Context: an optimization exercise on an open-source flow, tuned for small area and a short achievable clock period. The choices shown serve that exercise and are no tape-out recipe.
Function was checked by simulation only, so behaviour that the tests miss may differ from the original.
No run shown here takes its clock network from TritonCTS; it comes from the design's own scripts or RTL.
The clock port is modelled as an ideal driver, which makes a skipped or thinned clock tree look cheaper than it is; a real chip needs a root buffer or a tree.
No activity file was given, so power comes from the tool's default toggle rates.

## flow/config.mk

```make
export PLATFORM = sky130hd
export DESIGN_NAME = mmio_top
export DESIGN_NICKNAME = mmio_top
export VERILOG_FILES = /design/flow/design.v
export SDC_FILE = /design/flow/constraint.sdc
export NUM_CORES = 4
export LEC_CHECK = 0
export CAP_MARGIN = 20
export CORE_MARGIN = 2
export CORE_UTILIZATION = 65
export SETUP_SLACK_MARGIN = 1.7
export SLEW_MARGIN = 20
```

## flow/constraint.sdc

```tcl
create_clock -name core_clock -period 3.5 [get_ports {fclk}]
set_input_delay 0.7000 -clock core_clock [delete_from_list [all_inputs] [get_ports {fclk}]]
set_output_delay 0.7000 -clock core_clock [all_outputs]
set_load 0.01 [all_outputs]
```

## flow/design.v

```verilog
localparam int MMIO_WORDS = 16;
localparam logic [3:0] REG_CMD           = 4'd0;
localparam logic [3:0] REG_CAM0_CMD      = 4'd1;
localparam logic [3:0] REG_CAM1_CMD      = 4'd2;
localparam logic [3:0] REG_FRAME_BYTES0  = 4'd3;
localparam logic [3:0] REG_TRIBUF_ADDR0  = 4'd4;
localparam logic [3:0] REG_FRAME_BYTES1  = 4'd5;
localparam logic [3:0] REG_TRIBUF_ADDR1  = 4'd6;
localparam logic [3:0] REG_FRAME_BYTES2  = 4'd7;
localparam logic [3:0] REG_TRIBUF_ADDR2  = 4'd8;
localparam logic [3:0] REG_CAM0_RESP     = 4'd9;
localparam logic [3:0] REG_CAM0_RESP_CNT = 4'd10;
localparam logic [3:0] REG_CAM1_RESP     = 4'd11;
localparam logic [3:0] REG_CAM1_RESP_CNT = 4'd12;
localparam logic [3:0] REG_CAM_STATUS    = 4'd13;
localparam logic [3:0] REG_IRQ_EN        = 4'd14;
localparam logic [3:0] REG_IRQ_STAT      = 4'd15;
localparam logic [1:0] RESP_OKAY   = 2'b00;
localparam logic [1:0] RESP_SLVERR = 2'b10;
`timescale 1ns/1ns
module cam_port #(
    parameter int CAM_CREDITS = 2
) (
    input  logic        fclk,
    input  logic        rst_n,
    input  logic        push,
    input  logic [31:0] wdata,
    input  logic [17:0] cam_resp,
    input  logic        cam_resp_valid,
    output logic [31:0] cam_cmd,
    output logic        cam_cmd_valid,
    output logic [7:0]  status,
    output logic [17:0] last_resp,     
    output logic        resp_seen,
    output logic [15:0] resp_cnt
);
    logic [31:0] ring [3];
    logic [1:0]  wp;                
    logic [2:0]  rp;                
    logic [2:0]  fill;
    logic [3:0]  credits;
    logic        overflow;
    logic        full, accept, send, hload;
    logic [2:0]  fill_d;
    logic [3:0]  credits_d;
    function automatic logic [1:0] inc3(input logic [1:0] p);
        inc3 = (p == 2'd2) ? 2'd0 : p + 2'd1;
    endfunction
    assign full   = fill[2];
    assign accept = push && !full;
    assign send   = cam_cmd_valid;
    assign hload  = send ? (fill != 3'd1 || accept) : (fill == 3'd0 && accept);
    always_comb begin
        case ({accept, send})
            2'b10:   fill_d = fill + 3'd1;
            2'b01:   fill_d = fill - 3'd1;
            default: fill_d = fill;
        endcase
        case ({cam_resp_valid, send})
            2'b10:   credits_d = credits + 4'd1;
            2'b01:   credits_d = credits - 4'd1;
            default: credits_d = credits;
        endcase
    end
    logic fill_nz_d, cred_nz_d;
    assign fill_nz_d = accept || fill[2] || fill[1] || (fill[0] && !send);
    always_comb begin
        case ({cam_resp_valid, send})
            2'b10:   cred_nz_d = (credits != 4'd15);
            2'b01:   cred_nz_d = (credits != 4'd1);
            default: cred_nz_d = (credits != 4'd0);
        endcase
    end
    always_ff @(posedge fclk) begin
        if (!push && (!full || send)) ring[wp] <= wdata;
        if (hload) cam_cmd <= ({32{rp[0]}} & ring[0]) | ({32{rp[1]}} & ring[1])
                            | ({32{rp[2]}} & ring[2]);
    end
    always_ff @(posedge fclk) begin
        if (!rst_n) begin
            wp            <= '0;
            rp            <= 3'b001;
            fill          <= '0;
            credits       <= 4'(CAM_CREDITS);
            overflow      <= 1'b0;
            cam_cmd_valid <= 1'b0;
        end else begin
            if (accept) wp <= inc3(wp);
            if (hload) rp <= {rp[1:0], rp[2]};
            fill          <= fill_d;
            credits       <= credits_d;
            cam_cmd_valid <= fill_nz_d && cred_nz_d;
            if (push && full) overflow <= 1'b1;
        end
    end
    always_ff @(posedge fclk) begin
        if (cam_resp_valid) last_resp <= cam_resp;
    end
    always_ff @(posedge fclk) begin
        if (!rst_n) begin
            resp_seen <= 1'b0;
            resp_cnt  <= '0;
        end else if (cam_resp_valid) begin
            resp_seen <= 1'b1;
            resp_cnt  <= resp_cnt + 16'd1;
        end
    end
    assign status = {overflow, fill, credits};
endmodule
`timescale 1ns/1ns
module mmio_top #(
    parameter logic [31:0] MMIO_BASE   = 32'h7000_0000,
    parameter int          CAM_CREDITS = 2,
    parameter int          CMD_DEPTH   = 4
) (
    input  logic        fclk,
    input  logic        rst_n,
    input  logic [31:0] araddr,
    input  logic        arvalid,
    output logic        arready,
    output logic [31:0] rdata,
    output logic [1:0]  rresp,
    output logic        rvalid,
    input  logic        rready,
    input  logic [31:0] awaddr,
    input  logic        awvalid,
    output logic        awready,
    input  logic [31:0] wdata,
    input  logic [3:0]  wstrb,
    input  logic        wvalid,
    output logic        wready,
    output logic [1:0]  bresp,
    output logic        bvalid,
    input  logic        bready,
    output logic [31:0] frame_bytes0,
    output logic [31:0] frame_bytes1,
    output logic [31:0] frame_bytes2,
    output logic [31:0] tribuf_addr0,
    output logic [31:0] tribuf_addr1,
    output logic [31:0] tribuf_addr2,
    output logic [31:0] mmio_cmd,
    output logic        mmio_cmd_valid,
    output logic [31:0] cam0_cmd,
    output logic        cam0_cmd_valid,
    input  logic [17:0] cam0_resp,
    input  logic        cam0_resp_valid,
    output logic [31:0] cam1_cmd,
    output logic        cam1_cmd_valid,
    input  logic [17:0] cam1_resp,
    input  logic        cam1_resp_valid,
    output logic        irq
);
localparam int MMIO_WORDS = 16;
localparam logic [3:0] REG_CMD           = 4'd0;
localparam logic [3:0] REG_CAM0_CMD      = 4'd1;
localparam logic [3:0] REG_CAM1_CMD      = 4'd2;
localparam logic [3:0] REG_FRAME_BYTES0  = 4'd3;
localparam logic [3:0] REG_TRIBUF_ADDR0  = 4'd4;
localparam logic [3:0] REG_FRAME_BYTES1  = 4'd5;
localparam logic [3:0] REG_TRIBUF_ADDR1  = 4'd6;
localparam logic [3:0] REG_FRAME_BYTES2  = 4'd7;
localparam logic [3:0] REG_TRIBUF_ADDR2  = 4'd8;
localparam logic [3:0] REG_CAM0_RESP     = 4'd9;
localparam logic [3:0] REG_CAM0_RESP_CNT = 4'd10;
localparam logic [3:0] REG_CAM1_RESP     = 4'd11;
localparam logic [3:0] REG_CAM1_RESP_CNT = 4'd12;
localparam logic [3:0] REG_CAM_STATUS    = 4'd13;
localparam logic [3:0] REG_IRQ_EN        = 4'd14;
localparam logic [3:0] REG_IRQ_STAT      = 4'd15;
localparam logic [1:0] RESP_OKAY   = 2'b00;
localparam logic [1:0] RESP_SLVERR = 2'b10;
    function automatic logic addr_ok(input logic [31:0] addr);
        addr_ok = (addr[31:6] == MMIO_BASE[31:6]) && (addr[1:0] == 2'b00);
    endfunction
    logic       wr_bad_q;      
    always_ff @(posedge fclk) begin
        if (!rst_n) begin
            awready <= 1'b1;
            wready  <= 1'b0;
            bvalid  <= 1'b0;
        end else begin
            if (awready && awvalid) begin
                awready <= 1'b0;
                wready  <= 1'b1;
            end
            if (wready && wvalid) begin
                wready <= 1'b0;
                bvalid <= 1'b1;
            end
            if (bvalid && bready) begin
                bvalid  <= 1'b0;
                awready <= 1'b1;
            end
        end
    end
    always_ff @(posedge fclk) begin
        if (awready) wr_bad_q <= !addr_ok(awaddr);
    end
    assign bresp = {wr_bad_q, 1'b0};
    logic [15:0] wsel;
    logic [15:0] we;
    always_ff @(posedge fclk) begin
        if (!rst_n) begin
            wsel <= '0;
        end else if (awready) begin
            for (int k = 0; k < 16; k++)
                wsel[k] <= awvalid && addr_ok(awaddr) && (awaddr[5:2] == 4'(k));
        end else if (wvalid) begin
            wsel <= '0;
        end
    end
    assign we = wsel & {16{wvalid}};
    logic [5:0][31:0] cfg;
    logic [1:0]  irq_en;
    logic [1:0]  irq_stat;
    logic        push0, push1;
    logic [31:0] wdata_r;
    assign wdata_r = wdata & {32{rst_n}};
    for (genvar i = 0; i < 6; i++) begin : g_cfg
        logic [31:0] word;
        always_ff @(posedge fclk) begin
            for (int b = 0; b < 4; b++) begin
                if (!rst_n || (we[3+i] && wstrb[b])) word[8*b +: 8] <= wdata_r[8*b +: 8];
            end
        end
        assign cfg[i] = word;
    end
    always_ff @(posedge fclk) begin
        if (we[REG_CMD]) mmio_cmd <= wdata;
    end
    logic [1:0] irq_en_d, irq_stat_d;
    always_comb begin
        irq_en_d = irq_en;
        if (we[REG_IRQ_EN] && wstrb[0]) irq_en_d = wdata[1:0];
        irq_stat_d = (irq_stat & ~((we[REG_IRQ_STAT] && wstrb[0]) ? wdata[1:0] : 2'b00))
                   | {cam1_resp_valid, cam0_resp_valid};
    end
    always_ff @(posedge fclk) begin
        if (!rst_n) begin
            irq_en         <= '0;
            irq_stat       <= '0;
            irq            <= 1'b0;
            mmio_cmd_valid <= 1'b0;
            push0          <= 1'b0;
            push1          <= 1'b0;
        end else begin
            mmio_cmd_valid <= we[REG_CMD];
            push0          <= we[REG_CAM0_CMD];
            push1          <= we[REG_CAM1_CMD];
            irq_en         <= irq_en_d;
            irq_stat       <= irq_stat_d;
            irq            <= |(irq_stat_d & irq_en_d);
        end
    end
    assign frame_bytes0 = cfg[0];
    assign tribuf_addr0 = cfg[1];
    assign frame_bytes1 = cfg[2];
    assign tribuf_addr1 = cfg[3];
    assign frame_bytes2 = cfg[4];
    assign tribuf_addr2 = cfg[5];
    logic [7:0]  status0, status1;
    logic [17:0] resp0, resp1;
    logic [15:0] cnt0, cnt1;
    logic        seen0, seen1;
    cam_port #(.CAM_CREDITS(CAM_CREDITS)) u_cam0 (
        .fclk, .rst_n, .push(push0), .wdata,
        .cam_resp(cam0_resp), .cam_resp_valid(cam0_resp_valid),
        .cam_cmd(cam0_cmd), .cam_cmd_valid(cam0_cmd_valid),
        .status(status0), .last_resp(resp0), .resp_seen(seen0), .resp_cnt(cnt0)
    );
    cam_port #(.CAM_CREDITS(CAM_CREDITS)) u_cam1 (
        .fclk, .rst_n, .push(push1), .wdata,
        .cam_resp(cam1_resp), .cam_resp_valid(cam1_resp_valid),
        .cam_cmd(cam1_cmd), .cam_cmd_valid(cam1_cmd_valid),
        .status(status1), .last_resp(resp1), .resp_seen(seen1), .resp_cnt(cnt1)
    );
    logic [31:0] rd_mux;
    logic        rresp_bad;
    logic        ar_good;
    logic [15:0] rsel;
    assign ar_good = addr_ok(araddr);
    always_comb begin
        for (int k = 0; k < 16; k++) rsel[k] = (araddr[5:2] == 4'(k));
    end
    assign rd_mux = ({32{rsel[REG_FRAME_BYTES0]}}  & frame_bytes0)
                  | ({32{rsel[REG_TRIBUF_ADDR0]}}  & tribuf_addr0)
                  | ({32{rsel[REG_FRAME_BYTES1]}}  & frame_bytes1)
                  | ({32{rsel[REG_TRIBUF_ADDR1]}}  & tribuf_addr1)
                  | ({32{rsel[REG_FRAME_BYTES2]}}  & frame_bytes2)
                  | ({32{rsel[REG_TRIBUF_ADDR2]}}  & tribuf_addr2)
                  | ({32{rsel[REG_CAM0_RESP] && seen0}} & {14'd0, resp0})
                  | ({32{rsel[REG_CAM0_RESP_CNT]}} & {16'd0, cnt0})
                  | ({32{rsel[REG_CAM1_RESP] && seen1}} & {14'd0, resp1})
                  | ({32{rsel[REG_CAM1_RESP_CNT]}} & {16'd0, cnt1})
                  | ({32{rsel[REG_CAM_STATUS]}}    & {16'd0, status1, status0})
                  | ({32{rsel[REG_IRQ_EN]}}        & {30'd0, irq_en})
                  | ({32{rsel[REG_IRQ_STAT]}}      & {30'd0, irq_stat});
    always_ff @(posedge fclk) begin
        if (!rst_n) begin
            rvalid  <= 1'b0;
            arready <= 1'b1;
        end else if (!rvalid) begin
            rvalid  <= arvalid;
            arready <= !arvalid;
        end else if (rready) begin
            rvalid  <= 1'b0;
            arready <= 1'b1;
        end
    end
    always_ff @(posedge fclk) begin
        if (!rvalid) begin
            rdata     <= rd_mux & {32{ar_good}};
            rresp_bad <= !ar_good;
        end
    end
    assign rresp = {rresp_bad, 1'b0};
endmodule
```

## flow/flow/run.sh

```bash
#!/bin/bash
# Own flow: the standard layout (standard.sh), with a few ORFS variables changed after
# synthesis (see env.sh). Synthesis runs first with no change, exactly as the standard flow.
# Each tool's output goes to a log file in this folder.
set -euo pipefail
bash standard.sh synth > synth.log 2>&1
source flow/env.sh
bash standard.sh > layout.log 2>&1
```

## flow/flow/cts_tree.tcl

```tcl
# Clock tree built here instead of TritonCTS: the clock port drives NROOT root buffers, each
# root drives the leaf buffers of its region, each leaf buffer drives one compact cluster of
# flip-flops (recursive bisection of the flip-flop positions). Every flip-flop sits behind
# exactly two buffers (a root and a leaf), so the tree is balanced; it just has fewer levels.
set root_buf sky130_fd_sc_hd__clkbuf_16
set leaf_buf sky130_fd_sc_hd__clkbuf_16
if {[info exists ::env(MCTS_ROOT_BUF)]} { set root_buf $::env(MCTS_ROOT_BUF) }
if {[info exists ::env(MCTS_LEAF_BUF)]} { set leaf_buf $::env(MCTS_LEAF_BUF) }
set nroot_levels 2   ;# 2**2 = 4 roots
set nleaf_levels 5   ;# 2**5 = 32 leaves
if {[info exists ::env(MCTS_ROOT_LEVELS)]} { set nroot_levels $::env(MCTS_ROOT_LEVELS) }
if {[info exists ::env(MCTS_LEAF_LEVELS)]} { set nleaf_levels $::env(MCTS_LEAF_LEVELS) }

set block [ord::get_db_block]
set clknet [$block findNet fclk]
set sinks {}
foreach it [$clknet getITerms] {
  set inst [$it getInst]
  set bb [$inst getBBox]
  set x [expr {([$bb xMin] + [$bb xMax]) / 2}]
  set y [expr {([$bb yMin] + [$bb yMax]) / 2}]
  lappend sinks [list $x $y "[$inst getName]/[[$it getMTerm] getName]"]
}
puts "mcts: [llength $sinks] sinks"

# Recursive bisection along the longer side, into 2**levels groups of equal size
proc bisect {pts levels} {
  if {$levels == 0 || [llength $pts] < 2} { return [list $pts] }
  set xs [lmap p $pts {lindex $p 0}]; set ys [lmap p $pts {lindex $p 1}]
  set dx [expr {[tcl::mathfunc::max {*}$xs] - [tcl::mathfunc::min {*}$xs]}]
  set dy [expr {[tcl::mathfunc::max {*}$ys] - [tcl::mathfunc::min {*}$ys]}]
  set k [expr {$dx >= $dy ? 0 : 1}]
  set s [lsort -integer -index $k $pts]
  set h [expr {[llength $s] / 2}]
  return [concat [bisect [lrange $s 0 [expr {$h - 1}]] [expr {$levels - 1}]] \
                 [bisect [lrange $s $h end] [expr {$levels - 1}]]]
}
proc centroid {pts} {
  set sx 0; set sy 0
  foreach p $pts { set sx [expr {$sx + [lindex $p 0]}]; set sy [expr {$sy + [lindex $p 1]}] }
  set n [llength $pts]
  return [list [expr {$sx / $n}] [expr {$sy / $n}]]
}

set dbu [$block getDbUnitsPerMicron]
set regions [bisect $sinks $nroot_levels]
set li 0
set ri 0
foreach region $regions {
  set leaves [bisect $region [expr {$nleaf_levels - $nroot_levels}]]
  set leaf_pins {}
  set leaf_pts {}
  foreach leaf $leaves {
    set c [centroid $leaf]
    set loc [list [expr {double([lindex $c 0]) / $dbu}] [expr {double([lindex $c 1]) / $dbu}]]
    set pins [lmap p $leaf {get_pins [lindex $p 2]}]
    insert_buffer -buffer_cell $leaf_buf -net fclk -load_pins $pins -location $loc \
      -buffer_name mcts_leaf_$li -net_name mcts_leafnet_$li
    # insert_buffer adds a suffix to the name: find the buffer from the first sink
    set first [lindex $leaf 0 2]
    set drv ""
    foreach it [[[$block findITerm $first] getNet] getITerms] {
      if {[$it isOutputSignal]} { set drv [$it getInst] }
    }
    lappend leaf_pins [get_pins "[$drv getName]/A"]
    lappend leaf_pts [list [lindex $c 0] [lindex $c 1] x]
    incr li
  }
  set c [centroid $leaf_pts]
  set loc [list [expr {double([lindex $c 0]) / $dbu}] [expr {double([lindex $c 1]) / $dbu}]]
  insert_buffer -buffer_cell $root_buf -net fclk -load_pins $leaf_pins -location $loc \
    -buffer_name mcts_root_$ri -net_name mcts_rootnet_$ri
  incr ri
}
foreach net [$block getNets] {
  if {[string match mcts_* [$net getName]] || [$net getName] eq "fclk"} { $net setSigType CLOCK }
}
puts "mcts: $ri roots, $li leaves"
set_propagated_clock [all_clocks]

# The tree is built; TritonCTS is not run
proc clock_tree_synthesis {args} { puts "mcts: clock_tree_synthesis skipped" }
```

## flow/flow/env.sh

```bash
# Port buffers are plain buffers, not the delay cells buffer_ports would pick
export BUFFER_PORTS_ARGS="-buffer_cell sky130_fd_sc_hd__buf_1"
# Keep delay cells out of repair so port buffers are sized among real buffers
export DONT_USE_CELLS="sky130_fd_sc_hd__clkdlybuf4s15_1 sky130_fd_sc_hd__clkdlybuf4s15_2 sky130_fd_sc_hd__clkdlybuf4s18_1 sky130_fd_sc_hd__clkdlybuf4s18_2 sky130_fd_sc_hd__clkdlybuf4s25_1 sky130_fd_sc_hd__clkdlybuf4s25_2 sky130_fd_sc_hd__clkdlybuf4s50_1 sky130_fd_sc_hd__clkdlybuf4s50_2 sky130_fd_sc_hd__dlygate4sd1_1 sky130_fd_sc_hd__dlygate4sd2_1 sky130_fd_sc_hd__dlygate4sd3_1 sky130_fd_sc_hd__dlymetal6s2s_1 sky130_fd_sc_hd__dlymetal6s4s_1 sky130_fd_sc_hd__dlymetal6s6s_1"
# Two-level balanced clock tree (flow/cts_tree.tcl) in place of TritonCTS
export PRE_CTS_TCL="$(pwd)/flow/cts_tree.tcl"
```

## flow/standard.sh

```bash
#!/bin/bash
# synth_recipe.tcl (not shown) runs the flow's synth.tcl, then flattens the netlist and writes it again
# the make line also repeats each setting of config.mk as NAME=value (left out here)
make -C /OpenROAD-flow-scripts/flow DESIGN_CONFIG=/design/flow/config.mk WORK_HOME=/design/flow/orfs CLKGATE_MAP_FILE= SYNTH_SCRIPT=/design/flow/synth_recipe.tcl "${@:-finish}"
```

==> qor.tcl, run 1 <==
set qor(run_status) {complete, no violations}
set qor(setup_crit_end_kind) {flop}
set qor(die_w_um) 195
set qor(crit_fanout) 21
set qor(cpMaxStageDelayCell) {sky130_fd_sc_hd__nor4b_4}
set qor(hpwl_mm) 50.5
set qor(clkLatencyLatePin_ns) 0.38
set qor(setup_viol) 0
set qor(worst_slack_on_hold_paths_ns) 0.449
set qor(io_pins) 478
set qor(synth_area_leader_cell) {sky130_fd_sc_hd__edfxtp_1}
set qor(dr.pass1.iters) 9
set qor(synthToLayoutAreaGrowth_pct) 18.1
set qor(asyncSetResetFlopFracSynth) 0
set qor(netlist_instances) 1496
set qor(seq_area_frac_synth) 0.769
set qor(drt.antenna.violating_nets) 0
set qor(tightest_slew_ns) 0.909
set qor(power_leakage_nw) 9.25
set qor(crit_path_cell_trace) {buf_16 -> buf_4 -> nor4b_4 -> buf_12 -> buf_12 -> a22o_1 -> a221oi_2 -> a31oi_1}
set qor(routed_wire_length_per_instance_um) 30.9
set qor(critical_path.startpoint_type) {primary input}
set qor(drt-vias-per-instance) 6.78
set qor(globalRouteTotalUtil) 0.389
set qor(worst_slew_margin_rel) 0.394
set qor(portBuffers) 475
set qor(placement.cell_area_mm2) 0.0262
set qor(routed_wirelength_mm) 76.4
set qor(post-route-period-util) 0.533
set qor(synthFlopType) {sky130_fd_sc_hd__edfxtp_1}
set qor(finalClockSkew_ns) 0.0265
set qor(crit_path_max_incr_delay_ns) 0.35
set qor(reg2regPathDepth) 5
set qor(floorplan.initialDensity) 0.663
set qor(fmax_mhz) 536
set qor(synth-edff-count) 550
set qor(cp_num_buf_inv) 4
set qor(commonest_cells_in_the_synthesized_netlist) {sky130_fd_sc_hd__edfxtp_1, sky130_fd_sc_hd__a222oi_1, sky130_fd_sc_hd__inv_1}
set qor(timing.setup.tns_ns) 0
set qor(detail_route.drc_violations) 0
set qor(vias) 16751
set qor(yosys_register_bits) 636
set qor(number_of_antenna_violations_at_the_first_check_in_global_routing) 14
set qor(synth.yosys.warnings) 2
set qor(grt_max_degree) 38
set qor(p_per_area_mw_per_mm2) 492
set qor(path_class) {primary input to flop}
set qor(ys_types) 60
set qor(share_of_layout_cells_above_drive_strength_1) 0.107
set qor(critPathArrivalTime_ns) 2.08
set qor(floorplan.core_area_mm2) 0.0357
set qor(synth_top_cell_area_share) 0.697
set qor(hold_viol) 0
set qor(yosysMostFrequentCell) {sky130_fd_sc_hd__edfxtp_1}
set qor(post_synth.cell_area_avg_um2) 15.8
set qor(worstSetupPathDepth) 8
set qor(post_layout_min_period_ns) 1.87
set qor(critical_path.most_common_cell) {sky130_fd_sc_hd__buf_12}
set qor(core.rowCount) 69
set qor(drv_slew) 0
set qor(worst_ep_required_time_ns) 3.71
set qor(die_area_mm2) 0.0380
set qor(maxCapViolCount) 0
set qor(timing.hold.worst_path_depth) 2
set qor(syn_area_mm2) 0.0237
set qor(power.ir.vdd_worst_v) 0.000372
set qor(drt_iter0_drc) 2865
set qor(hold_class) {flop to flop}
set qor(layout.nets) 2164
set qor(clock_pin_transition_on_the_worst_setup_and_hold_timing_paths_ns) 0.08
set qor(design_area_mm2) 0.0280
set qor(place_congestion) 1.06
set qor(grt_pass1_vias) 16042
set qor(rsz_0062_raised_after_global_routing) {yes}
set qor(core_occupancy_in_the_finished_layout) 0.783
set qor(grt_overflow_total) 0
set qor(synth_top_cells_by_area) {sky130_fd_sc_hd__edfxtp_1, sky130_fd_sc_hd__dfxtp_1, sky130_fd_sc_hd__a222oi_1, sky130_fd_sc_hd__a22oi_1, sky130_fd_sc_hd__inv_1}
set qor(worst_path_dominant_cell_family) {buffers and inverters}
set qor(dieHeight_um) 195
set qor(grt_first_pass_wirelength_mm) 107
[flip-flops by register name, indices dropped and copies added (netlist names), 4 cells and up]
register,cells
u_cam1.credits,4
mmio_cmd,32
rdata,32
u_cam1.last_resp,18
u_cam1.resp_cnt,16
u_cam0.resp_cnt,16
u_cam0.last_resp,18
g_cfg.word,192
u_cam1.ring,96
u_cam1.cam_cmd,32
u_cam0.cam_cmd,32
u_cam0.ring,96
wsel,11
u_cam0.credits,4
[stage by stage]
stage	power, mW	setup WS (ns)	instances
global route	14.1	1.59	2467
finish	13.8	1.63	2471
floorplan	9.26	1.48	1497
global placement	9.80	0.735	2375
CTS	13.7	1.62	2442
detailed placement	9.81	0.651	2375
[timing repair]
item | CTS | global route
gates resized for setup | 80 | 33
setup endpoints to repair | 593 | 327
hold buffers | 0 | 0
gates cloned | 8 | 3
pin swaps | 18 | 12
buffers inserted | 23 | 11
[layout make-up, clock buffers not listed]
cell class | count | area (um^2)
Sequential cell | 636 | 18300
Fill cell | 1990 | 7740
Multi-Input combinational cell | 686 | 5180
Timing Repair Buffer | 545 | 2680
Tap cell | 461 | 577
Inverter | 92 | 355
Antenna cell | 15 | 37.5
[power by group]
part           switching [mW]  internal (mW)  leakage [nW]
combinational           0.631          0.306          2.83
sequential              0.274           8.55          5.97
clock                    2.17           1.84         0.444
total                    3.07           10.7          9.25
[worst paths after layout]
kind | slack, ns | start | end
hold reg to reg | 0.45 | wsel[2]$_SDFFE_PN0P_ | wsel[2]$_SDFFE_PN0P_
hold / removal | 0.45 | wsel[2]$_SDFFE_PN0P_ | wsel[2]$_SDFFE_PN0P_
setup reg to reg | 1.71 | push0$_SDFF_PN0_ | u_cam0.fill[2]$_SDFFE_PN0P_
setup / recovery | 1.63 | araddr[2] | rdata[16]$_DFFE_PN_
[logic make-up after synthesis]
| logic type | share of synthesized area |
|---|---|
| and+or+nand+nor | 0.0753 |
| buffers and inverters | 0.0313 |
| DFF | 0.769 |
| other | 0.000158 |
| AOI/OAI and AO/OA | 0.0938 |
| adders and majority gates | 0.0116 |
| muxes | 0.00644 |
| xor gates and xnor gates | 0.0122 |
[routing by layer]
metal  up-vias  GRT usage  wire (um)
met5         -          0         27
met4         4      0.213       5350
met3       288     0.0561       9180
met2      1476      0.646      37000
met1      8102      0.502      24900
li1       6881          -          -
[worst register-to-register path, stage by stage (launching register included)]
cell	delay, ns
sky130_fd_sc_hd__dfxtp_2	0.49
sky130_fd_sc_hd__nor2b_1	0.29
sky130_fd_sc_hd__inv_1	0.09
sky130_fd_sc_hd__ha_1	0.35
sky130_fd_sc_hd__or3_1	0.36
sky130_fd_sc_hd__a21oi_1	0.14
[placed cells by master, fill, tap and decap left out, types with 15 or more instances in the layout]
master and instances:
sky130_fd_sc_hd__xor2_1 15, sky130_fd_sc_hd__nand3_1 44, sky130_fd_sc_hd__xnor2_1 18, sky130_fd_sc_hd__a31oi_1 31
sky130_fd_sc_hd__o21ai_0 15, sky130_fd_sc_hd__a22oi_1 74, sky130_fd_sc_hd__inv_1 86, sky130_fd_sc_hd__and3_1 21
sky130_fd_sc_hd__nand2_1 62, sky130_fd_sc_hd__ha_1 20, sky130_fd_sc_hd__buf_4 46, sky130_fd_sc_hd__buf_1 467
sky130_fd_sc_hd__edfxtp_1 550, sky130_fd_sc_hd__clkbuf_16 36, sky130_fd_sc_hd__a21oi_1 21, sky130_fd_sc_hd__diode_2 15
sky130_fd_sc_hd__a222oi_1 95, sky130_fd_sc_hd__nor2_1 53, sky130_fd_sc_hd__dfxtp_2 16, sky130_fd_sc_hd__dfxtp_1 66
sky130_fd_sc_hd__and2_1 28, sky130_fd_sc_hd__nor4_1 18
==> inputs of run 2 (changes only) <==
--- a/flow/flow/cts_tree.tcl
+++ b/flow/flow/cts_tree.tcl
@@ -6,10 +6,10 @@
 set leaf_buf sky130_fd_sc_hd__clkbuf_16
 if {[info exists ::env(MCTS_ROOT_BUF)]} { set root_buf $::env(MCTS_ROOT_BUF) }
 if {[info exists ::env(MCTS_LEAF_BUF)]} { set leaf_buf $::env(MCTS_LEAF_BUF) }
-set nroot_levels 2   ;# 2**2 = 4 roots
-set nleaf_levels 5   ;# 2**5 = 32 leaves
-if {[info exists ::env(MCTS_ROOT_LEVELS)]} { set nroot_levels $::env(MCTS_ROOT_LEVELS) }
-if {[info exists ::env(MCTS_LEAF_LEVELS)]} { set nleaf_levels $::env(MCTS_LEAF_LEVELS) }
+set nroot 4          ;# root buffers, each on its own region
+set nleaf 32         ;# leaf buffers in all
+if {[info exists ::env(MCTS_NROOT)]} { set nroot $::env(MCTS_NROOT) }
+if {[info exists ::env(MCTS_NLEAF)]} { set nleaf $::env(MCTS_NLEAF) }
 
 set block [ord::get_db_block]
 set clknet [$block findNet fclk]
@@ -23,17 +23,18 @@
 }
 puts "mcts: [llength $sinks] sinks"
 
-# Recursive bisection along the longer side, into 2**levels groups of equal size
-proc bisect {pts levels} {
-  if {$levels == 0 || [llength $pts] < 2} { return [list $pts] }
+# Recursive bisection along the longer side into n groups of nearly equal size
+proc bisect {pts n} {
+  if {$n <= 1 || [llength $pts] < 2} { return [list $pts] }
   set xs [lmap p $pts {lindex $p 0}]; set ys [lmap p $pts {lindex $p 1}]
   set dx [expr {[tcl::mathfunc::max {*}$xs] - [tcl::mathfunc::min {*}$xs]}]
   set dy [expr {[tcl::mathfunc::max {*}$ys] - [tcl::mathfunc::min {*}$ys]}]
   set k [expr {$dx >= $dy ? 0 : 1}]
   set s [lsort -integer -index $k $pts]
-  set h [expr {[llength $s] / 2}]
-  return [concat [bisect [lrange $s 0 [expr {$h - 1}]] [expr {$levels - 1}]] \
-                 [bisect [lrange $s $h end] [expr {$levels - 1}]]]
+  set n1 [expr {$n / 2}]
+  set h [expr {([llength $s] * $n1 + $n / 2) / $n}]
+  return [concat [bisect [lrange $s 0 [expr {$h - 1}]] $n1] \
+                 [bisect [lrange $s $h end] [expr {$n - $n1}]]]
 }
 proc centroid {pts} {
   set sx 0; set sy 0
@@ -43,11 +44,11 @@
 }
 
 set dbu [$block getDbUnitsPerMicron]
-set regions [bisect $sinks $nroot_levels]
+set regions [bisect $sinks $nroot]
 set li 0
 set ri 0
 foreach region $regions {
-  set leaves [bisect $region [expr {$nleaf_levels - $nroot_levels}]]
+  set leaves [bisect $region [expr {$nleaf / $nroot}]]
   set leaf_pins {}
   set leaf_pts {}
   foreach leaf $leaves {
--- a/flow/flow/env.sh
+++ b/flow/flow/env.sh
@@ -4,3 +4,6 @@
 export DONT_USE_CELLS="sky130_fd_sc_hd__clkdlybuf4s15_1 sky130_fd_sc_hd__clkdlybuf4s15_2 sky130_fd_sc_hd__clkdlybuf4s18_1 sky130_fd_sc_hd__clkdlybuf4s18_2 sky130_fd_sc_hd__clkdlybuf4s25_1 sky130_fd_sc_hd__clkdlybuf4s25_2 sky130_fd_sc_hd__clkdlybuf4s50_1 sky130_fd_sc_hd__clkdlybuf4s50_2 sky130_fd_sc_hd__dlygate4sd1_1 sky130_fd_sc_hd__dlygate4sd2_1 sky130_fd_sc_hd__dlygate4sd3_1 sky130_fd_sc_hd__dlymetal6s2s_1 sky130_fd_sc_hd__dlymetal6s4s_1 sky130_fd_sc_hd__dlymetal6s6s_1"
 # Two-level balanced clock tree (flow/cts_tree.tcl) in place of TritonCTS
 export PRE_CTS_TCL="$(pwd)/flow/cts_tree.tcl"
+# 24 leaf buffers (about 26 flip-flops each) under 4 clkbuf_8 roots
+export MCTS_NLEAF=24
+export MCTS_ROOT_BUF=sky130_fd_sc_hd__clkbuf_8
==> qor.tcl, run 2 <==
set qor(run_status) {complete, no violations}
set qor(crit_fanout) 2
set qor(critical_path.startpoint_type) {flop}
set qor(number_of_antenna_violations_at_the_first_check_in_global_routing) 13
set qor(share_of_layout_cells_above_drive_strength_1) 0.0926
set qor(critPathArrivalTime_ns) 1.15
set qor(pre_cts_slack_ns) 0.651
set qor(fmax_mhz) 541
set qor(syn_area_mm2) 0.0237
set qor(io_pins) 478
set qor(synthFlopType) {sky130_fd_sc_hd__edfxtp_1}
set qor(clkLatencyLatePin_ns) 0.43
set qor(hpwl_mm) 50.5
set qor(worst_r2r_endpoint) {u_cam0.ring[2][29]$_DFFE_PP_}
set qor(crit_path_max_incr_delay_ns) 0.54
set qor(timing.final.ws_setup_ns) 1.65
set qor(placement.cell_area_mm2) 0.0262
set qor(crit_end) {tribuf_addr0[14]}
set qor(synth_top_cell_area_share) 0.697
set qor(place_congestion) 1.06
set qor(worst_setup_path_start) {g_cfg[1].word[14]$_DFFE_PP_}
set qor(routed_wirelength_mm) 74.4
set qor(finalClockSkew_ns) 0.0283
set qor(synthToLayoutAreaGrowth_pct) 15.7
set qor(floorplan.initialDensity) 0.663
set qor(clock_pin_transition_on_the_worst_setup_and_hold_timing_paths_ns) 0.11
set qor(reg2regPathDepth) 3
set qor(setup_crit_end_kind) {output pin}
set qor(worst_slew_margin_rel) 0.450
set qor(seq_area_frac_synth) 0.769
set qor(synth-compound-area-share) 0.0938
set qor(post_layout_min_period_ns) 1.85
set qor(share_of_synthesized_cell_area_in_full_adder_half_adder_and_majority_cells) 0.0116
set qor(registers.top_by_ff_count) {g_cfg.word}
set qor(vias) 16366
set qor(power_leakage_nw) 8.95
set qor(grt_first_pass_wirelength_mm) 105
set qor(p_per_area_mw_per_mm2) 480
set qor(grt_pass1_vias) 15808
set qor(post-route-period-util) 0.529
set qor(crit_path_cell_trace) {clkbuf_2}
set qor(drt.antenna.violating_nets) 0
set qor(rsz_0062_raised_after_global_routing) {yes}
set qor(regToRegSetupSlack_ns) 1.74
set qor(power_switching_share) 0.227
set qor(maxCapViolCount) 0
set qor(yosys_register_bits) 636
set qor(hold_viol) 0
set qor(die_area_mm2) 0.0380
set qor(grt_max_degree) 38
set qor(layout.nets) 2135
set qor(worst_ep_required_time_ns) 2.80
set qor(dieHeight_um) 195
set qor(final_common_cell) {sky130_fd_sc_hd__edfxtp_1}
set qor(portBuffers) 475
set qor(largest_reg_flops) 192
set qor(synth_top_cells_by_area) {sky130_fd_sc_hd__edfxtp_1, sky130_fd_sc_hd__dfxtp_1, sky130_fd_sc_hd__a222oi_1, sky130_fd_sc_hd__a22oi_1, sky130_fd_sc_hd__inv_1}
set qor(post_cts_hold_buffer_count) 0
set qor(commonest_cells_in_the_synthesized_netlist) {sky130_fd_sc_hd__edfxtp_1, sky130_fd_sc_hd__a222oi_1, sky130_fd_sc_hd__inv_1}
set qor(netSwitchingPower_mw) 2.98
set qor(floorplan.core_area_mm2) 0.0357
set qor(die_w_um) 195
set qor(placed_instance_count) 2375
set qor(post_synth.cell_area_avg_um2) 15.8
set qor(simple_gate_fraction_of_synth_area) 0.0753
set qor(worstSetupPathDepth) 1
set qor(finalPower_mw) 13.1
set qor(core.rowCount) 69
set qor(yosysMostFrequentCell) {sky130_fd_sc_hd__edfxtp_1}
set qor(fillCellCount) 2083
set qor(reg.largest.list) {g_cfg.word: 192 flops, u_cam0.ring: 96 flops, u_cam1.ring: 96 flops}
set qor(netlist_instances) 1496
set qor(layout_common_cells) {sky130_fd_sc_hd__edfxtp_1, sky130_fd_sc_hd__buf_1, sky130_fd_sc_hd__a222oi_1, sky130_fd_sc_hd__inv_1, sky130_fd_sc_hd__a22oi_1}
set qor(synth-edff-count) 550
set qor(synth_area_leader_cell) {sky130_fd_sc_hd__edfxtp_1}
set qor(power.share.combinational) 0.068
set qor(hold_class) {primary input to flop}
set qor(asyncSetResetFlopFracSynth) 0
set qor(path_class) {flop to output pin}
set qor(power.internal_mw) 10.2
set qor(worst_path_dominant_cell_family) {flip-flops}
set qor(synth-xor-area-share) 0.0122
set qor(pwr-share-clk) 0.261
set qor(cpMaxStageDelayCell) {sky130_fd_sc_hd__edfxtp_1}
set qor(detail_route.drc_violations) 0
set qor(routed_wire_length_per_instance_um) 30.5
set qor(drv_slew) 0
set qor(post_route_non_filler_standard_cell_count) 2441
set qor(synth.yosys.warnings) 2
set qor(tightest_slew_ns) 0.824
set qor(setup_viol) 0
set qor(design_area_mm2) 0.0274
set qor(dr.pass1.iters) 10
set qor(post_synth_mux_area_share) 0.00644
set qor(synth_top_family_by_area) {compound AO/OA/AOI/OAI gates}
set qor(cp_num_buf_inv) 1
set qor(worstReg2RegStart) {u_cam0.fill[2]$_SDFFE_PN0P_}
set qor(grt_overflow_total) 0
set qor(drt_iter0_drc) 2899
set qor(timing.setup.tns_ns) 0
set qor(ys_types) 60
set qor(worst_slack_on_hold_paths_ns) 0.429
set qor(drt-vias-per-instance) 6.70
set qor(globalRouteTotalUtil) 0.383
set qor(power.ir.vdd_worst_v) 0.000325
set qor(core_occupancy_in_the_finished_layout) 0.767
set qor(seq_power_share) 0.671
==> run 2: cell counts after synthesis <==
No cell type changed its count.
==> run 2: metal layers <==
layer  track usage  part of all wire  vias to the layer above
li1              -                 -                     6808
met1         0.494              0.34                     8011
met2         0.640              0.49                     1309
met4         0.207             0.065                        4
met5             0           0.00036                        -
met3        0.0501              0.11                      234
==> run 2: kinds of logic (layout without fill, tap and decap cells) <==
logic type	after synthesis	count (layout)
buffers and inverters	181	646
DFF	636	636
other	1	16
and+or+nand+nor	326	330
adders and majority gates	22	22
xor gates and xnor gates	33	33
muxes	15	15
AOI/OAI and AO/OA	282	282
==> run 2: area by class of cell, clock buffers not listed <==
type / count / area (um^2) / area share
flip-flops and latches: 636 / 18300 / 0.667
inverters: 92 / 355 / 0.0130
well taps: 461 / 577 / 0.0210
multi-input cells: 684 / 5140 / 0.187
repair buffers: 526 / 2380 / 0.0868
diodes: 14 / 35.0 / 0.00128
==> run 2: power groups by stage <==
stage / clock network [mW] / registers [mW] / logic, mW
after CTS: 3.41 / 8.81 / 0.869
after detailed placement: 0 / 8.97 / 0.838
after global placement: 0 / 8.98 / 0.820
final: 3.43 / 8.82 / 0.893
after floorplan: 0 / 8.95 / 0.315
after global routing: 3.65 / 8.83 / 0.942
==> run 2: timing repair <==
item / 4_1_cts / 5_1_grt
gates resized for setup: 64 / 33
pin swaps: 10 / 8
setup endpoints to repair: 563 / 198
buffers inserted: 11 / 7
gates cloned: 5 / 1
hold endpoints to repair: 0 / 0
==> run 2: how the worst min path moves through the flow <==
stage,start,endpoint,depth (start not counted)
3_3_place_gp,wsel[2]$_SDFFE_PN0P_,wsel[2]$_SDFFE_PN0P_,2
5_1_grt,cam1_resp[1],u_cam1.last_resp[1]$_DFFE_PP_,1
2_1_floorplan,wsel[1]$_SDFFE_PN0P_,wsel[1]$_SDFFE_PN0P_,2
4_1_cts,cam0_resp[0],u_cam0.last_resp[0]$_DFFE_PP_,1
3_5_place_dp,wsel[2]$_SDFFE_PN0P_,wsel[2]$_SDFFE_PN0P_,2
6_report,cam0_resp[0],u_cam0.last_resp[0]$_DFFE_PP_,1
==> inputs of run 3 (changes only) <==
--- a/flow/design.v
+++ b/flow/design.v
@@ -34,7 +34,7 @@
     output logic        resp_seen,
     output logic [15:0] resp_cnt
 );
-    logic [31:0] ring [3];
+    logic [31:0] ring [3];          
     logic [1:0]  wp;                
     logic [2:0]  rp;                
     logic [2:0]  fill;
@@ -72,9 +72,9 @@
         endcase
     end
     always_ff @(posedge fclk) begin
-        if (!push && (!full || send)) ring[wp] <= wdata;
-        if (hload) cam_cmd <= ({32{rp[0]}} & ring[0]) | ({32{rp[1]}} & ring[1])
-                            | ({32{rp[2]}} & ring[2]);
+        if (!push && (!full || send)) ring[wp] <= ~wdata;
+        if (hload) cam_cmd <= ~(({32{rp[0]}} & ring[0]) | ({32{rp[1]}} & ring[1])
+                              | ({32{rp[2]}} & ring[2]));
     end
     always_ff @(posedge fclk) begin
         if (!rst_n) begin
--- a/flow/config.mk
+++ b/flow/config.mk
@@ -7,6 +7,6 @@
 export LEC_CHECK = 0
 export CAP_MARGIN = 20
 export CORE_MARGIN = 2
-export CORE_UTILIZATION = 65
+export CORE_UTILIZATION = 70
 export SETUP_SLACK_MARGIN = 1.7
 export SLEW_MARGIN = 20
==> qor.tcl, run 3 <==
set qor(path_class) {primary input to flop}
set qor(rsz_0062_raised_after_global_routing) {yes}
set qor(pwr-share-clk) 0.260
set qor(asyncSetResetFlopFracSynth) 0
set qor(seq_power_share) 0.670
set qor(reg.largest.list) {g_cfg.word: 192 flops, u_cam0.ring: 96 flops, u_cam1.ring: 96 flops}
set qor(grt_pass1_vias) 15450
set qor(post_cts_hold_buffer_count) 0
set qor(finalPower_mw) 13.1
set qor(tightest_slew_ns) 0.850
set qor(number_of_antenna_violations_at_the_first_check_in_global_routing) 5
set qor(fmax_mhz) 537
set qor(setup_viol) 0
set qor(placed_instance_count) 2349
set qor(run_status) {complete, no violations}
set qor(post_layout_min_period_ns) 1.86
set qor(hold_class) {primary input to flop}
set qor(portBuffers) 475
set qor(synth-xor-area-share) 0.0119
set qor(critPathArrivalTime_ns) 1.98
set qor(power_leakage_nw) 8.88
set qor(power.internal_mw) 10.2
set qor(crit_fanout) 32
set qor(drt_iter0_drc) 2739
set qor(yosysMostFrequentCell) {sky130_fd_sc_hd__edfxtp_1}
set qor(hpwl_mm) 46.7
set qor(timing.setup.tns_ns) 0
set qor(io_pins) 478
set qor(maxCapViolCount) 0
set qor(place_congestion) 0.975
set qor(largest_reg_flops) 192
set qor(synthFlopType) {sky130_fd_sc_hd__edfxtp_1}
set qor(synth-compound-area-share) 0.0925
set qor(share_of_layout_cells_above_drive_strength_1) 0.0990
set qor(grt_overflow_total) 0
set qor(power.ir.vdd_worst_v) 0.000441
set qor(core.rowCount) 67
set qor(drv_slew) 0
set qor(commonest_cells_in_the_synthesized_netlist) {sky130_fd_sc_hd__edfxtp_1, sky130_fd_sc_hd__a222oi_1, sky130_fd_sc_hd__nor2_1}
set qor(synth_area_leader_cell) {sky130_fd_sc_hd__edfxtp_1}
set qor(grt_max_degree) 44
set qor(core_occupancy_in_the_finished_layout) 0.820
set qor(post_route_non_filler_standard_cell_count) 2414
set qor(dr.pass1.iters) 8
set qor(synth.yosys.warnings) 2
set qor(floorplan.initialDensity) 0.707
set qor(die_w_um) 188
set qor(final_common_cell) {sky130_fd_sc_hd__edfxtp_1}
set qor(netlist_instances) 1484
set qor(synth-edff-count) 550
set qor(setup_crit_end_kind) {flop}
set qor(layout.nets) 2129
set qor(ys_types) 61
set qor(synth_top_family_by_area) {compound AO/OA/AOI/OAI gates}
set qor(clkLatencyLatePin_ns) 0.42
set qor(routed_wire_length_per_instance_um) 29.2
set qor(vias) 16538
set qor(grt_first_pass_wirelength_mm) 99.2
set qor(post_synth_mux_area_share) 0.00913
set qor(simple_gate_fraction_of_synth_area) 0.0749
set qor(fillCellCount) 1782
set qor(synth_top_cells_by_area) {sky130_fd_sc_hd__edfxtp_1, sky130_fd_sc_hd__dfxtp_1, sky130_fd_sc_hd__a222oi_1, sky130_fd_sc_hd__a22oi_1, sky130_fd_sc_hd__nor2_1}
set qor(dieHeight_um) 188
set qor(post-route-period-util) 0.532
set qor(floorplan.core_area_mm2) 0.0334
set qor(timing.hold.worst_path_depth) 1
set qor(synthToLayoutAreaGrowth_pct) 16.0
set qor(seq_area_frac_synth) 0.773
set qor(detail_route.drc_violations) 0
set qor(finalClockSkew_ns) 0.0302
set qor(share_of_synthesized_cell_area_in_full_adder_half_adder_and_majority_cells) 0.0117
set qor(critical_path.startpoint_type) {primary input}
set qor(syn_area_mm2) 0.0236
set qor(power.share.combinational) 0.070
set qor(drt-vias-per-instance) 6.85
set qor(globalRouteTotalUtil) 0.383
set qor(worst_slack_on_hold_paths_ns) 0.443
set qor(post_synth.cell_area_avg_um2) 15.9
set qor(netSwitchingPower_mw) 2.93
set qor(worst_ep_required_time_ns) 3.61
set qor(drt.antenna.violating_nets) 0
set qor(reg2regPathDepth) 3
set qor(routed_wirelength_mm) 70.6
set qor(synth_top_cell_area_share) 0.700
set qor(clock_pin_transition_on_the_worst_setup_and_hold_timing_paths_ns) 0.10
set qor(worst_slew_margin_rel) 0.433
set qor(power_switching_share) 0.223
set qor(die_area_mm2) 0.0352
set qor(layout_common_cells) {sky130_fd_sc_hd__edfxtp_1, sky130_fd_sc_hd__buf_1, sky130_fd_sc_hd__a222oi_1, sky130_fd_sc_hd__nor2_1}
set qor(registers.top_by_ff_count) {g_cfg.word}
set qor(yosys_register_bits) 636
set qor(hold_viol) 0
set qor(p_per_area_mw_per_mm2) 479
==> run 3: cell types whose count changed in the layout (fill, tap and decap cells not counted), moves of 6 or more <==
cell / change
sky130_fd_sc_hd__nand2_2: +6
sky130_fd_sc_hd__buf_4: +8
sky130_fd_sc_hd__diode_2: -8
sky130_fd_sc_hd__nor2_1: +33
sky130_fd_sc_hd__nand2b_1: +6
sky130_fd_sc_hd__nand3_1: +7
sky130_fd_sc_hd__and2_1: -29
sky130_fd_sc_hd__inv_1: -33
==> run 3: cell type report, clock buffers not listed <==
class                   count  area [um^2]  share of cell area
diodes                      6         15.0            0.000549
inverters                  59          234             0.00855
multi-input cells         701         5130               0.188
flip-flops and latches    636        18300               0.668
well taps                 448          561              0.0205
repair buffers            536         2490              0.0910
==> run 3: final timing paths <==
check | from | endpoint | slack, ns
setup / recovery | rst_n | g_cfg[3].word[28]$_DFFE_PP_ | 1.64
hold / removal | cam1_resp[0] | u_cam1.last_resp[0]$_DFFE_PP_ | 0.44
setup reg to reg | u_cam0.fill[2]$_SDFFE_PN0P_ | u_cam0.ring[0][21]$_DFFE_PP_ | 1.74
hold reg to reg | wsel[1]$_SDFFE_PN0P_ | wsel[1]$_SDFFE_PN0P_ | 0.46
==> run 3: per-layer routing <==
layer  part of all wire  track usage  up-vias
li1                   -            -     6812
met1               0.33        0.518     7994
met2               0.48        0.617     1484
met3               0.13       0.0614      248
met4              0.063        0.193        0
met5                  0            0        -
==> run 3: stage by stage <==
step           setup WS, ns  area, um^2
6_report               1.64       27400
4_1_cts                1.66       26900
5_1_grt                1.61       27300
3_3_place_gp          0.730       26000
3_5_place_dp          0.580       26000
2_1_floorplan          1.51       24000
==> run 3: worst max-delay path, cell delays in order <==
cell and delay (ns):
sky130_fd_sc_hd__clkbuf_2 0.13, sky130_fd_sc_hd__clkinv_4 0.24, sky130_fd_sc_hd__buf_4 0.29, sky130_fd_sc_hd__nor2_1 0.58
==> run 3: what timing repair did <==
action,4_1_cts,5_1_grt
pin swaps,6,10
buffers inserted,4,19
hold endpoints to repair,0,0
setup endpoints to repair,398,237
resized for setup,59,44
gates cloned,4,4
==> run 3: power groups by stage <==
stage                     clock network (mW)  registers (mW)  logic [mW]
after floorplan                            0            8.95       0.335
after global placement                     0            8.94       0.816
after detailed placement                   0            8.94       0.842
after CTS                               3.37            8.77       0.867
after global routing                    3.61            8.80       0.967
final                                   3.40            8.79       0.923
==> run 3: kinds of logic (layout without fill, tap and decap cells) <==
group	count (synthesis)	after routing
multiplexers	21	21
AO/OA/AOI/OAI	277	277
XOR/XNOR	32	32
AND/OR/NAND/NOR	343	347
flip-flops	636	636
other	1	8
adder cells (fa/ha/maj)	22	22
buffers and inverters	152	623
==> inputs of run 4 (changes only) <==
--- a/flow/config.mk
+++ b/flow/config.mk
@@ -7,6 +7,6 @@
 export LEC_CHECK = 0
 export CAP_MARGIN = 20
 export CORE_MARGIN = 2
-export CORE_UTILIZATION = 70
-export SETUP_SLACK_MARGIN = 1.7
+export CORE_UTILIZATION = 65
+export SETUP_SLACK_MARGIN = 1.8
 export SLEW_MARGIN = 20
==> qor.tcl, run 4 <==
set qor(asyncSetResetFlopFracSynth) 0
set qor(finalClockSkew_ns) 0.0323
set qor(drv_slew) 0
set qor(io_pins) 478
set qor(hold_path.startpoint) {cam1_resp[1]}
set qor(worst_slack_on_hold_paths_ns) 0.439
set qor(number_of_antenna_violations_at_the_first_check_in_global_routing) 7
set qor(power_leakage_nw) 10.3
set qor(syn_area_mm2) 0.0236
set qor(reg2regPathDepth) 6
set qor(hpwl_mm) 47.1
set qor(post_cts_hold_buffer_count) 0
set qor(vias) 17267
set qor(floorplan.initialDensity) 0.661
set qor(grt_pass1_vias) 16120
set qor(ys_types) 61
set qor(run_status) {complete, but fails checks}
set qor(rsz_0062_raised_after_global_routing) {yes}
set qor(hold_class) {primary input to flop}
set qor(place_congestion) 0.974
set qor(largest_reg_flops) 192
set qor(fillCellCount) 1843
set qor(grt_first_pass_wirelength_mm) 104
set qor(floorplan.core_area_mm2) 0.0357
set qor(drt.antenna.violating_nets) 1
set qor(clkLatencyLatePin_ns) 0.42
set qor(power.ir.vdd_worst_v) 0.000474
set qor(worstReg2RegStart) {u_cam1.fill[0]$_SDFFE_PN0P_}
set qor(setup_crit_end_kind) {flop}
set qor(dieHeight_um) 194
set qor(core.rowCount) 69
set qor(fmax_mhz) 524
set qor(grt_overflow_total) 0
set qor(path_class) {primary input to flop}
set qor(dr.pass1.iters) 10
set qor(p_per_area_mw_per_mm2) 456
set qor(timing.setup.tns_ns) 0
set qor(critical_path.startpoint_type) {primary input}
set qor(critPathArrivalTime_ns) 2.07
set qor(hold_viol) 0
set qor(die_w_um) 194
set qor(synth.yosys.warnings) 2
set qor(core_occupancy_in_the_finished_layout) 0.826
set qor(yosysMostFrequentCell) {sky130_fd_sc_hd__edfxtp_1}
set qor(registers.top_by_ff_count) {g_cfg.word}
set qor(regToRegSetupSlack_ns) 1.79
set qor(synth_area_leader_cell) {sky130_fd_sc_hd__edfxtp_1}
set qor(setup_viol) 0
set qor(layout.failed_checks) {antenna violations}
set qor(worst_hold_path.endpoint) {u_cam1.last_resp[1]$_DFFE_PP_}
set qor(post_synth.cell_area_avg_um2) 15.9
set qor(reg.largest.list) {g_cfg.word: 192 flops, u_cam0.ring: 96 flops, u_cam1.ring: 96 flops}
set qor(synth_top_cell_area_share) 0.700
set qor(share_of_layout_cells_above_drive_strength_1) 0.258
set qor(routed_wire_length_per_instance_um) 28.9
set qor(synthFlopType) {sky130_fd_sc_hd__edfxtp_1}
set qor(worst_ep_required_time_ns) 3.66
set qor(commonest_cells_in_the_synthesized_netlist) {sky130_fd_sc_hd__edfxtp_1, sky130_fd_sc_hd__a222oi_1, sky130_fd_sc_hd__nor2_1}
set qor(post-route-period-util) 0.545
set qor(final_common_cell) {sky130_fd_sc_hd__edfxtp_1}
set qor(multi_input_gate_area_in_the_final_layout_mm2) 0.00541
set qor(grt_max_degree) 44
set qor(seqCellArea_mm2) 0.0183
set qor(synth-edff-count) 550
set qor(die_area_mm2) 0.0378
set qor(crit_fanout) 12
set qor(maxCapViolCount) 0
set qor(globalRouteTotalUtil) 0.376
set qor(drt_iter0_drc) 2781
set qor(seq_area_frac_synth) 0.773
set qor(synthToLayoutAreaGrowth_pct) 24.9
set qor(detail_route.drc_violations) 0
set qor(layout_common_cells) {sky130_fd_sc_hd__edfxtp_1, sky130_fd_sc_hd__buf_1, sky130_fd_sc_hd__buf_4, sky130_fd_sc_hd__clkbuf_2, sky130_fd_sc_hd__a222oi_1}
set qor(routed_wirelength_mm) 75.0
set qor(clock_pin_transition_on_the_worst_setup_and_hold_timing_paths_ns) 0.11
set qor(worst_slew_margin_rel) 0.552
set qor(synth_top_cells_by_area) {sky130_fd_sc_hd__edfxtp_1, sky130_fd_sc_hd__dfxtp_1, sky130_fd_sc_hd__a222oi_1, sky130_fd_sc_hd__a22oi_1, sky130_fd_sc_hd__nor2_1}
set qor(netlist_instances) 1484
set qor(layout.nets) 2291
set qor(timing.hold.worst_path_depth) 1
set qor(tightest_slew_ns) 0.670
set qor(drt-vias-per-instance) 6.66
set qor(portBuffers) 475
set qor(worst_r2r_endpoint) {u_cam1.cam_cmd[21]$_DFFE_PP_}
set qor(post_layout_min_period_ns) 1.91
set qor(yosys_register_bits) 636
run 4: cell types whose count changed in the layout (fill, tap and decap cells not counted), sizes merged:
cell    previous run  this run
and4bb             6         9
clkbuf            37       131
buf              527       592
diode              6        10
run 4: power by group:
part           switching, mW  total, mW  internal (mW)  leakage, nW
combinational          0.713       1.23          0.515         3.96
sequential             0.233       8.78           8.55         5.97
clock                   2.08       3.42           1.34        0.325
run 4: worst max-delay path, cell delays in order:
cell,delay (ns)
sky130_fd_sc_hd__buf_12,0.11
sky130_fd_sc_hd__buf_12,0.14
sky130_fd_sc_hd__and4b_2,0.28
sky130_fd_sc_hd__buf_12,0.19
sky130_fd_sc_hd__a222oi_1,0.46
sky130_fd_sc_hd__a31oi_1,0.18
run 4: how the worst max path moves through the flow:
| stage | startpoint | to | cells past startpoint |
|---|---|---|---|
| 2_1_floorplan | araddr[3] | rdata[13]$_DFFE_PN_ | 6 |
| 3_3_place_gp | araddr[2] | rdata[31]$_DFFE_PN_ | 5 |
| 3_5_place_dp | araddr[2] | rdata[26]$_DFFE_PN_ | 5 |
| 4_1_cts | u_cam0.fill[1]$_SDFFE_PN0P_ | u_cam0.cam_cmd[30]$_DFFE_PP_ | 5 |
| 5_1_grt | araddr[5] | rdata[2]$_DFFE_PN_ | 8 |
| 6_report | araddr[4] | rdata[2]$_DFFE_PN_ | 6 |
run 4: cell type report, clock buffers not listed:
type                            count  area share
Antenna cell                       10    0.000850
Inverter                           59     0.00794
Multi-Input combinational cell    704       0.184
Sequential cell                   636       0.621
Tap cell                          461      0.0196
Timing Repair Buffer              695       0.145
run 4: logic make-up (layout without fill, tap and decap cells):
group,after synthesis,count (layout),synth area share
and+or+nand+nor,343,350,0.0749
muxes,21,21,0.00913
DFF,636,636,0.773
buffers and inverters,152,782,0.0264
other,1,12,0.000159
AOI/OAI and AO/OA,277,277,0.0925
xor gates and xnor gates,32,32,0.0119
adders and majority gates,22,22,0.0117
run 4: routing by layer:
layer  global-route usage  vias up  wire length, um
met5                    0        -               13
met4                0.172        2             4550
met3               0.0644      283             9540
met2                0.612     1477            35500
met1                0.505     8362            25400
li1                     -     7143                -
run 4: through the flow:
step | power, mW | cells | area, um^2 | setup WS [ns]
floorplan | 9.29 | 1485 | 24100 | 1.51
global placement | 9.77 | 2369 | 26100 | 0.611
detailed placement | 9.79 | 2369 | 26100 | 0.505
CTS | 13.2 | 2488 | 28100 | 1.61
global route | 13.7 | 2588 | 29400 | 1.63
finish | 13.4 | 2593 | 29500 | 1.59
run 4: what timing repair did:
| item | CTS | global route |
|---|---|---|
| setup endpoints to repair | 581 | 456 |
| buffers inserted | 79 | 92 |
| resized for setup | 161 | 229 |
| hold endpoints to repair | 0 | 0 |
| gates cloned | 12 | 3 |
| pin swaps | 37 | 38 |
==> inputs of run 5 (changes only) <==
--- a/flow/config.mk
+++ b/flow/config.mk
@@ -8,5 +8,6 @@
 export CAP_MARGIN = 20
 export CORE_MARGIN = 2
 export CORE_UTILIZATION = 65
-export SETUP_SLACK_MARGIN = 1.8
+export PLACE_DENSITY = 0.8
+export SETUP_SLACK_MARGIN = 1.7
 export SLEW_MARGIN = 20
==> qor.tcl, run 5 <==
set qor(crit_fanout) 6
set qor(clock_pin_transition_on_the_worst_setup_and_hold_timing_paths_ns) 0.10
set qor(portBuffers) 475
set qor(run_status) {complete, no violations}
set qor(core_occupancy_in_the_finished_layout) 0.775
set qor(syn_area_mm2) 0.0236
set qor(grt_max_degree) 44
set qor(synthToLayoutAreaGrowth_pct) 17.2
set qor(largest_reg_flops) 192
set qor(multi_input_gate_area_in_the_final_layout_mm2) 0.00519
set qor(synthFlopType) {sky130_fd_sc_hd__edfxtp_1}
set qor(finalClockSkew_ns) 0.0352
set qor(setup_viol) 0
set qor(seq_area_frac_synth) 0.773
set qor(share_of_layout_cells_above_drive_strength_1) 0.109
set qor(yosysMostFrequentCell) {sky130_fd_sc_hd__edfxtp_1}
set qor(hpwl_mm) 48.3
set qor(path_class) {primary input to flop}
set qor(synth_top_cell_area_share) 0.700
set qor(layout_common_cells) {sky130_fd_sc_hd__edfxtp_1, sky130_fd_sc_hd__buf_1, sky130_fd_sc_hd__a222oi_1, sky130_fd_sc_hd__nor2_1, sky130_fd_sc_hd__dfxtp_1}
set qor(worst_slew_margin_rel) 0.403
set qor(power_leakage_nw) 9.02
set qor(tightest_slew_ns) 0.894
set qor(synth_area_leader_cell) {sky130_fd_sc_hd__edfxtp_1}
set qor(grt_first_pass_wirelength_mm) 102
set qor(routed_wirelength_mm) 72.8
set qor(critical_path.startpoint_type) {primary input}
set qor(hold_viol) 0
set qor(layout.nets) 2145
set qor(floorplan.initialDensity) 0.661
set qor(dieHeight_um) 194
set qor(grt_overflow_total) 0
set qor(number_of_antenna_violations_at_the_first_check_in_global_routing) 7
set qor(post_cts_hold_buffer_count) 0
set qor(asyncSetResetFlopFracSynth) 0
set qor(critPathArrivalTime_ns) 2.17
set qor(reg.largest.list) {g_cfg.word: 192 flops, u_cam0.ring: 96 flops, u_cam1.ring: 96 flops}
set qor(die_area_mm2) 0.0378
set qor(pwr-share-clk) 0.259
set qor(drt-vias-per-instance) 6.79
set qor(post_layout_min_period_ns) 1.91
set qor(grt_pass1_vias) 15785
set qor(timing.setup.tns_ns) 0
set qor(drt_iter0_drc) 2762
set qor(dr.pass1.iters) 9
set qor(registers.top_by_ff_count) {g_cfg.word}
set qor(timing.final.ws_setup_ns) 1.59
set qor(floorplan.core_area_mm2) 0.0357
set qor(place_congestion) 0.990
set qor(power_switching_share) 0.224
set qor(die_w_um) 194
set qor(commonest_cells_in_the_synthesized_netlist) {sky130_fd_sc_hd__edfxtp_1, sky130_fd_sc_hd__a222oi_1, sky130_fd_sc_hd__nor2_1}
set qor(power.share.combinational) 0.072
set qor(final_common_cell) {sky130_fd_sc_hd__edfxtp_1}
set qor(setup_crit_end_kind) {flop}
set qor(post_synth.cell_area_avg_um2) 15.9
set qor(pre_cts_slack_ns) 0.747
set qor(ys_types) 61
set qor(fillCellCount) 2050
set qor(vias) 16580
set qor(drv_slew) 0
set qor(p_per_area_mw_per_mm2) 476
set qor(seq_power_share) 0.669
set qor(synth_top_cells_by_area) {sky130_fd_sc_hd__edfxtp_1, sky130_fd_sc_hd__dfxtp_1, sky130_fd_sc_hd__a222oi_1, sky130_fd_sc_hd__a22oi_1, sky130_fd_sc_hd__nor2_1}
set qor(synth-edff-count) 550
set qor(yosys_register_bits) 636
set qor(seqCellArea_mm2) 0.0183
set qor(fmax_mhz) 522
set qor(power.ir.vdd_worst_v) 0.000316
set qor(power.internal_mw) 10.2
set qor(globalRouteTotalUtil) 0.367
set qor(drt.antenna.violating_nets) 0
set qor(routed_wire_length_per_instance_um) 29.8
set qor(clkLatencyLatePin_ns) 0.42
set qor(finalPower_mw) 13.2
set qor(worst_ep_required_time_ns) 3.76
set qor(rsz_0062_raised_after_global_routing) {yes}
set qor(core.rowCount) 69
set qor(detail_route.drc_violations) 0
set qor(post-route-period-util) 0.547
set qor(hold_class) {primary input to flop}
set qor(maxCapViolCount) 0
set qor(io_pins) 478
set qor(netlist_instances) 1484
set qor(netSwitchingPower_mw) 2.95
set qor(synth.yosys.warnings) 2
run 5: cell count changes in the layout (fill, tap and decap cells not counted), moves of 12 or more:
cell | before | now
sky130_fd_sc_hd__buf_4 | 179 | 47
sky130_fd_sc_hd__nand2_2 | 23 | 11
sky130_fd_sc_hd__buf_1 | 323 | 459
sky130_fd_sc_hd__clkbuf_2 | 99 | 5
sky130_fd_sc_hd__nand2_1 | 58 | 70
sky130_fd_sc_hd__buf_6 | 55 | 14
run 5: worst max-delay path, cell delays in order:
cell and delay [ns]:
sky130_fd_sc_hd__buf_12 0.11, sky130_fd_sc_hd__buf_8 0.13, sky130_fd_sc_hd__nor4b_4 0.35, sky130_fd_sc_hd__buf_4 0.20
sky130_fd_sc_hd__buf_12 0.12, sky130_fd_sc_hd__buf_12 0.13, sky130_fd_sc_hd__a22oi_2 0.07, sky130_fd_sc_hd__and3_4 0.20
sky130_fd_sc_hd__a31oi_1 0.16
run 5: power by group through the flow:
stage	registers (mW)	clock network, mW	logic [mW]
after floorplan	8.95	0	0.335
after global routing	8.82	3.61	0.996
after CTS	8.78	3.39	0.898
after global placement	8.96	0	0.812
after detailed placement	8.95	0	0.842
final	8.80	3.40	0.950
run 5: area by class of cell, clock buffers not listed:
class,count,share of cell area
multi-input combinational,702,0.188
antenna,4,0.000362
inverter,59,0.00833
sequential,636,0.661
tap,461,0.0209
timing repair buffer,551,0.0980
run 5: cells by family after synthesis:
| group | count (synthesis) | share of synthesized area |
|---|---|---|
| AO/OA/AOI/OAI | 277 | 0.0925 |
| XOR/XNOR | 32 | 0.0119 |
| adder cells (fa/ha/maj) | 22 | 0.0117 |
| buffers and inverters | 152 | 0.0264 |
| flip-flops | 636 | 0.773 |
| multiplexers | 21 | 0.00913 |
| other | 1 | 0.000159 |
| AND/OR/NAND/NOR | 343 | 0.0749 |
run 5: routing by layer:
metal,track usage,wire length (um)
met5,0,28
met4,0.175,4260
met3,0.0645,9360
met2,0.608,34900
met1,0.479,24300
run 5: worst paths after layout:
path                                    to  slack (ns)                         from  cells past startpoint
min reg2reg           arready$_SDFFE_PN1P_        0.46         arready$_SDFFE_PN1P_                      2
max                    rdata[13]$_DFFE_PN_        1.59                    araddr[2]                      9
max reg2reg      u_cam0.rp[1]$_SDFFE_PN0P_        1.70  u_cam0.fill[1]$_SDFFE_PN0P_                      7
min          u_cam1.last_resp[2]$_DFFE_PP_        0.43                 cam1_resp[2]                      1
run 5: metrics by stage:
stage | hold slack, ns | area, um^2 | cells
2_1_floorplan | 0.411 | 24000 | 1485
3_3_place_gp | 0.434 | 26100 | 2364
3_5_place_dp | 0.446 | 26100 | 2364
4_1_cts | 0.439 | 27200 | 2420
5_1_grt | 0.430 | 27600 | 2441
6_report | 0.431 | 27600 | 2441
run 5: repair_timing:
item,CTS,global route
endpoints found under the setup margin,125,242
buffers inserted,22,13
cloned,6,4
resized for setup,70,53
pin swaps,7,30

[port drivers added, routing unchanged]
How much do the figures lean on ideal ports? The routed layouts below were timed once more, with nothing changed but the port constraints. Step 1 (the two cells are an assumption about what drives the block):
set clk [get_ports {fclk}]
set_driving_cell -lib_cell sky130_fd_sc_hd__clkbuf_16 $clk
set_driving_cell -lib_cell sky130_fd_sc_hd__buf_2 [delete_from_list [all_inputs] $clk]
Step 2, shift: input delay + t, output delay - t, t = (earliest + latest rising clock arrival at the registers) / 2. This alone moves slack from input paths to output paths. a / b / c = ideal / step 1 / step 2; a / b = the first two.
| run | t (ns) | setup slack, ns | worst hold slack (ns) |
|---|---|---|---|
| run 1 | 0.498 | 1.634 / 1.555 / 1.157 | 0.449 / 0.378 / 0.449 |
| run 2 | 0.528 | 1.650 / 1.534 / 1.191 | 0.429 / 0.342 / 0.453 |
| run 3 | 0.510 | 1.636 / 1.606 / 1.163 | 0.443 / 0.361 / 0.456 |
| run 4 | 0.519 | 1.593 / 1.553 / 1.140 | 0.439 / 0.351 / 0.461 |
| run 5 | 0.520 | 1.586 / 1.561 / 1.109 | 0.431 / 0.346 / 0.460 |
